This is an optimization exercise on Yosys and OpenROAD, whose aim is small area and a short achievable clock period, not a production implementation. Where RTL was checked, it was by simulation tests only, not by an equivalence proof against the original. Power and IR drop assume default switching activity.

Setup of lane 1:
==> module fx_decode, before the edit <==
module fx_decode (
  input  logic         reset,
  input  logic [2:0]   instr_format,
  input  logic [10:0]  op_code,
  input  logic         branch_is_taken,
  output logic         k_add,     
  output logic         k_sub,     
  output logic         k_ceq,     
  output logic         k_cgt,     
  output logic         k_and,
  output logic         k_or,
  output logic         k_xor,
  output logic         k_nand,
  output logic         negate,    
  output logic         is_half,   
  output logic         imm_half,  
  output logic         is_imm,    
  output logic         valid
);
  logic rr, ri;
  logic [7:0] hit;
  assign rr = (instr_format == fmt_rr);
  assign ri = (instr_format == fmt_ri10);
  always_comb begin
    hit = '0;
    if (rr) begin
      case (op_code)
        op_ah, op_a:     hit[0] = 1'b1;
        op_sfh, op_sf:   hit[1] = 1'b1;
        op_ceqh, op_ceq: hit[2] = 1'b1;
        op_cgth, op_cgt: hit[3] = 1'b1;
        op_and:          hit[4] = 1'b1;
        op_or:           hit[5] = 1'b1;
        op_xor:          hit[6] = 1'b1;
        op_nand:         hit[7] = 1'b1;
        default: ;
      endcase
    end else if (ri) begin
      case (op_code)
        op_ahi, op_ai:     hit[0] = 1'b1;
        op_sfhi, op_sfi:   hit[1] = 1'b1;
        op_ceqhi, op_ceqi: hit[2] = 1'b1;
        op_cgthi, op_cgti: hit[3] = 1'b1;
        default: ;
      endcase
    end
  end
  logic live;
  assign live   = ~branch_is_taken & ~reset;
  assign k_add  = hit[0] & live;
  assign k_sub  = hit[1] & live;
  assign k_ceq  = hit[2] & live;
  assign k_cgt  = hit[3] & live;
  assign k_and  = hit[4] & live;
  assign k_or   = hit[5] & live;
  assign k_xor  = hit[6] & live;
  assign k_nand = hit[7] & live;
  assign valid  = (|hit) & live;
  assign is_imm  = instr_format[2];
  assign negate  = instr_format[2] ? ~op_code[4] : ~(op_code[7] | op_code[0]);
  assign is_half = instr_format[2] ? op_code[0] : op_code[3];
  assign imm_half = op_code[0];
endmodule
==> module fx_issue_reg, before the edit <==
module fx_issue_reg (
  input  logic         clock,
  input  logic         k_add, k_sub, k_ceq, k_cgt, k_and, k_or, k_xor, k_nand,
  input  logic         negate,
  input  logic         is_half,
  input  logic         imm_half,  
  input  logic         is_imm,
  input  logic [127:0] src_a,
  input  logic [127:0] src_b,
  input  logic [9:0]   imm,
  input  logic [6:0]   in_dest,
  input  logic         in_write,
  output logic         q_ar, q_ceq, q_cgt,
  output logic         q_lg_g,      
  output logic         q_lg_p,      
  output logic         q_lg_n,      
  output logic         q_half,
  output logic [127:0] q_p,         
  output logic [127:0] q_g,         
  output logic [3:0]   q_ps16,      
  output logic [6:0]   q_dest,
  output logic         q_write
);
  logic [15:0]  imm_lo, imm_hi;
  logic [127:0] b, x, p, g, pk, gk;
  logic [3:0]   ps16;
  assign imm_lo = {{6{imm[9]}}, imm};
  assign imm_hi = imm_half ? imm_lo : {16{imm[9]}};
  assign b = is_imm ? {4{imm_hi, imm_lo}} : src_b;
  assign x = src_a ^ {128{negate}};
  assign p = x ^ b;
  assign g = x & b;
  for (genvar w = 0; w < 4; w++) begin : g_word
    logic hcin;
    assign hcin = is_half & negate;
    assign pk[32*w]          = src_a[32*w] ^ b[32*w];
    assign gk[32*w]          = g[32*w] | (p[32*w] & negate);
    assign pk[32*w+1 +: 15]  = p[32*w+1 +: 15];
    assign gk[32*w+1 +: 15]  = g[32*w+1 +: 15];
    assign pk[32*w+16]       = ~is_half & p[32*w+16];
    assign gk[32*w+16]       = g[32*w+16] | (p[32*w+16] & hcin);
    assign ps16[w]           = src_a[32*w+16] ^ b[32*w+16] ^ (negate & ~is_half);
    assign pk[32*w+17 +: 15] = p[32*w+17 +: 15];
    assign gk[32*w+17 +: 15] = g[32*w+17 +: 15];
  end
  always_ff @(posedge clock) begin
    q_ar    <= k_add | k_sub;
    q_ceq   <= k_ceq;
    q_cgt   <= k_cgt;
    q_lg_g  <= k_and | k_or;
    q_lg_p  <= k_or | k_xor;
    q_lg_n  <= k_nand;
    q_half  <= is_half;
    q_p     <= pk;
    q_g     <= gk;
    q_ps16  <= ps16;
    q_dest  <= in_dest;
    q_write <= in_write;
  end
endmodule
==> module simple_fixed, before the edit <==
module simple_fixed (
  input  logic                   clock,
  input  logic                   reset,
  input  logic [2:0]             instr_format,
  input  logic [10:0]            op_code,
  input  logic [6:0]             dest_reg_addr,
  input  logic [127:0]           src_reg_a,
  input  logic [127:0]           src_reg_b,
  input  logic [17:0]            imm_value,
  input  logic                   enable_reg_write,
  input  logic                   branch_is_taken,
  output logic [127:0]           wb_data,
  output logic [6:0]             wb_reg_addr,
  output logic                   wb_enable_reg_write
);
  logic k_add, k_sub, k_ceq, k_cgt, k_and, k_or, k_xor, k_nand;
  logic negate, is_half, imm_half, is_imm, valid;
  fx_decode i_decode (
    .reset           (reset),
    .instr_format    (instr_format),
    .op_code         (op_code),
    .branch_is_taken (branch_is_taken),
    .k_add (k_add), .k_sub (k_sub), .k_ceq (k_ceq), .k_cgt (k_cgt),
    .k_and (k_and), .k_or (k_or), .k_xor (k_xor), .k_nand (k_nand),
    .negate (negate), .is_half (is_half), .imm_half (imm_half), .is_imm (is_imm),
    .valid (valid)
  );
  logic         q_ar, q_ceq, q_cgt, q_lg_g, q_lg_p, q_lg_n, q_half, q_write;
  logic [127:0] q_p, q_g, result;
  logic [3:0]   q_ps16;
  logic [6:0]   q_dest;
  fx_issue_reg i_issue_reg (
    .clock (clock),
    .k_add (k_add), .k_sub (k_sub), .k_ceq (k_ceq), .k_cgt (k_cgt),
    .k_and (k_and), .k_or (k_or), .k_xor (k_xor), .k_nand (k_nand),
    .negate (negate), .is_half (is_half), .imm_half (imm_half), .is_imm (is_imm),
    .src_a (src_reg_a), .src_b (src_reg_b), .imm (imm_value[9:0]),
    .in_dest  (valid ? dest_reg_addr : 7'd0),
    .in_write (valid & enable_reg_write),
    .q_ar (q_ar), .q_ceq (q_ceq), .q_cgt (q_cgt),
    .q_lg_g (q_lg_g), .q_lg_p (q_lg_p), .q_lg_n (q_lg_n), .q_half (q_half),
    .q_p (q_p), .q_g (q_g), .q_ps16 (q_ps16),
    .q_dest (q_dest), .q_write (q_write)
  );
  fx_execute i_execute (
    .reset (reset),
    .k_ar (q_ar), .k_ceq (q_ceq), .k_cgt (q_cgt),
    .lg_g (q_lg_g), .lg_p (q_lg_p), .lg_n (q_lg_n), .is_half (q_half),
    .p (q_p), .g (q_g), .ps16 (q_ps16),
    .result (result)
  );
  always_ff @(posedge clock) begin
    wb_data <= result;
    if (reset) begin
      wb_reg_addr         <= '0;
      wb_enable_reg_write <= 1'b0;
    end else begin
      wb_reg_addr         <= q_dest;
      wb_enable_reg_write <= q_write;
    end
  end
endmodule
export LEC_CHECK = 0
export ABC_AREA = 1
export CAP_MARGIN = 20
export CORE_MARGIN = 2
export CORE_UTILIZATION = 40
export SETUP_SLACK_MARGIN = 2.8
export SLEW_MARGIN = 20
create_clock -name core_clock -period 5.0 [get_ports {clock}]
standard.sh (not shown) runs the stock make flow with config.mk's settings and CLKGATE_MAP_FILE= SYNTH_SCRIPT=/design/flow/synth_recipe.tcl, a recipe that flattens the netlist after the stock synthesis.
==> flow/flow/run.sh <==
#!/bin/bash
# The standard layout (standard.sh: unchanged synthesis and steps) with two changes to how
# cells are chosen: the port buffers are the smallest buffer cell instead of the one
# buffer_ports picks by default, and clock tree synthesis uses clkbuf_4/clkbuf_8 in clusters
# of up to 16 sinks, without dummy loads. ORFS writes each step's log under orfs/logs/;
# make's own output goes to make_finish.log.
set -euo pipefail
cd "$(dirname "$0")/.."
bash standard.sh \
  "BUFFER_PORTS_ARGS=-buffer_cell sky130_fd_sc_hd__buf_1" \
  "CTS_ARGS=-sink_clustering_enable -repair_clock_nets -dont_use_dummy_load -buf_list {sky130_fd_sc_hd__clkbuf_4 sky130_fd_sc_hd__clkbuf_8} -sink_clustering_size 16 -sink_clustering_max_diameter 60" \
  finish > make_finish.log 2>&1
What lane 2 does differently from lane 1 at the input level:
diff --git a/flow/design.v b/flow/design.v
--- a/flow/design.v
+++ b/flow/design.v
@@ -64,13 +64,12 @@
   output logic         k_and,
   output logic         k_or,
   output logic         k_xor,
   output logic         k_nand,
   output logic         negate,    
   output logic         is_half,   
-  output logic         imm_half,  
   output logic         is_imm,    
   output logic         valid
 );
   logic rr, ri;
   logic [7:0] hit;
   assign rr = (instr_format == fmt_rr);
@@ -110,21 +109,19 @@
   assign k_xor  = hit[6] & live;
   assign k_nand = hit[7] & live;
   assign valid  = (|hit) & live;
   assign is_imm  = instr_format[2];
   assign negate  = instr_format[2] ? ~op_code[4] : ~(op_code[7] | op_code[0]);
   assign is_half = instr_format[2] ? op_code[0] : op_code[3];
-  assign imm_half = op_code[0];
 endmodule
 `timescale 1ns/1ns
 module fx_issue_reg (
   input  logic         clock,
   input  logic         k_add, k_sub, k_ceq, k_cgt, k_and, k_or, k_xor, k_nand,
   input  logic         negate,
   input  logic         is_half,
-  input  logic         imm_half,  
   input  logic         is_imm,
   input  logic [127:0] src_a,
   input  logic [127:0] src_b,
   input  logic [9:0]   imm,
   input  logic [6:0]   in_dest,
   input  logic         in_write,
@@ -140,13 +137,13 @@
   output logic         q_write
 );
   logic [15:0]  imm_lo, imm_hi;
   logic [127:0] b, x, p, g, pk, gk;
   logic [3:0]   ps16;
   assign imm_lo = {{6{imm[9]}}, imm};
-  assign imm_hi = imm_half ? imm_lo : {16{imm[9]}};
+  assign imm_hi = is_half ? imm_lo : {16{imm[9]}};
   assign b = is_imm ? {4{imm_hi, imm_lo}} : src_b;
   assign x = src_a ^ {128{negate}};
   assign p = x ^ b;
   assign g = x & b;
   for (genvar w = 0; w < 4; w++) begin : g_word
     logic hcin;
@@ -254,32 +251,31 @@
   input  logic                   branch_is_taken,
   output logic [127:0]           wb_data,
   output logic [6:0]             wb_reg_addr,
   output logic                   wb_enable_reg_write
 );
   logic k_add, k_sub, k_ceq, k_cgt, k_and, k_or, k_xor, k_nand;
-  logic negate, is_half, imm_half, is_imm, valid;
+  logic negate, is_half, is_imm, valid;
   fx_decode i_decode (
     .reset           (reset),
     .instr_format    (instr_format),
     .op_code         (op_code),
     .branch_is_taken (branch_is_taken),
     .k_add (k_add), .k_sub (k_sub), .k_ceq (k_ceq), .k_cgt (k_cgt),
     .k_and (k_and), .k_or (k_or), .k_xor (k_xor), .k_nand (k_nand),
-    .negate (negate), .is_half (is_half), .imm_half (imm_half), .is_imm (is_imm),
-    .valid (valid)
+    .negate (negate), .is_half (is_half), .is_imm (is_imm), .valid (valid)
   );
   logic         q_ar, q_ceq, q_cgt, q_lg_g, q_lg_p, q_lg_n, q_half, q_write;
   logic [127:0] q_p, q_g, result;
   logic [3:0]   q_ps16;
   logic [6:0]   q_dest;
   fx_issue_reg i_issue_reg (
     .clock (clock),
     .k_add (k_add), .k_sub (k_sub), .k_ceq (k_ceq), .k_cgt (k_cgt),
     .k_and (k_and), .k_or (k_or), .k_xor (k_xor), .k_nand (k_nand),
-    .negate (negate), .is_half (is_half), .imm_half (imm_half), .is_imm (is_imm),
+    .negate (negate), .is_half (is_half), .is_imm (is_imm),
     .src_a (src_reg_a), .src_b (src_reg_b), .imm (imm_value[9:0]),
     .in_dest  (valid ? dest_reg_addr : 7'd0),
     .in_write (valid & enable_reg_write),
     .q_ar (q_ar), .q_ceq (q_ceq), .q_cgt (q_cgt),
     .q_lg_g (q_lg_g), .q_lg_p (q_lg_p), .q_lg_n (q_lg_n), .q_half (q_half),
     .q_p (q_p), .q_g (q_g), .q_ps16 (q_ps16),
### Flow results
Lane 1 → lane 2: number of antenna repair diodes went down 2, synthesis-to-finish area growth lost 0.70 points, cell count decreased by about 0.45% relative to the old numbers, met3 wire length has decreased, slew at the pin closest to its max-slew limit dropped 98 ps. | die area | lane 2 vs lane 1 | ≈ equal |. When the final numbers for lane 2 and lane 1 were put side by side, the via count of the first global-routing pass turned out to be smaller in lane 2. NOTE total power of the final layout lane 1->lane 2 decreased slightly. More vias were needed by lane 1 than by lane 2. On routed wire length, lane 2 does better than lane 1. Between lane 2 and lane 1, the wire length of the first global-routing pass figures differ only marginally. Status: post-placement cell count parity (lane 2, lane 1).
Only the layout flow was run in lane 1; the RTL was not checked for function there.

[port drivers added, routing unchanged]
The flow's constraints put no driver on any port. The routed layouts listed below were extracted and timed again, unchanged, in two steps. Step 1: set_driving_cell puts a clkbuf_16 on clock and a buf_2 on each other input, an assumption about the parent block. Step 2 also shifts input and output timing later by t, the mid clock arrival at the registers, as if the neighbouring blocks saw the same clock. Three values: ideal ports, drivers, drivers and shift; two values: the first two.
| run | shift t [ns] | setup WS [ns] | worst data-port slew with drivers (ns) |
|---|---|---|---|
| lane 1 | 0.670 | 2.816 / 2.773 / 2.137 | 0.11 |
| lane 2 | 0.660 | 2.792 / 2.771 / 2.111 | 0.11 |
After both steps setup and hold are still met in every run listed. The setup slack of lane 2, which loses most, moves by -0.021 ns with the drivers and by -0.681 ns with both steps.
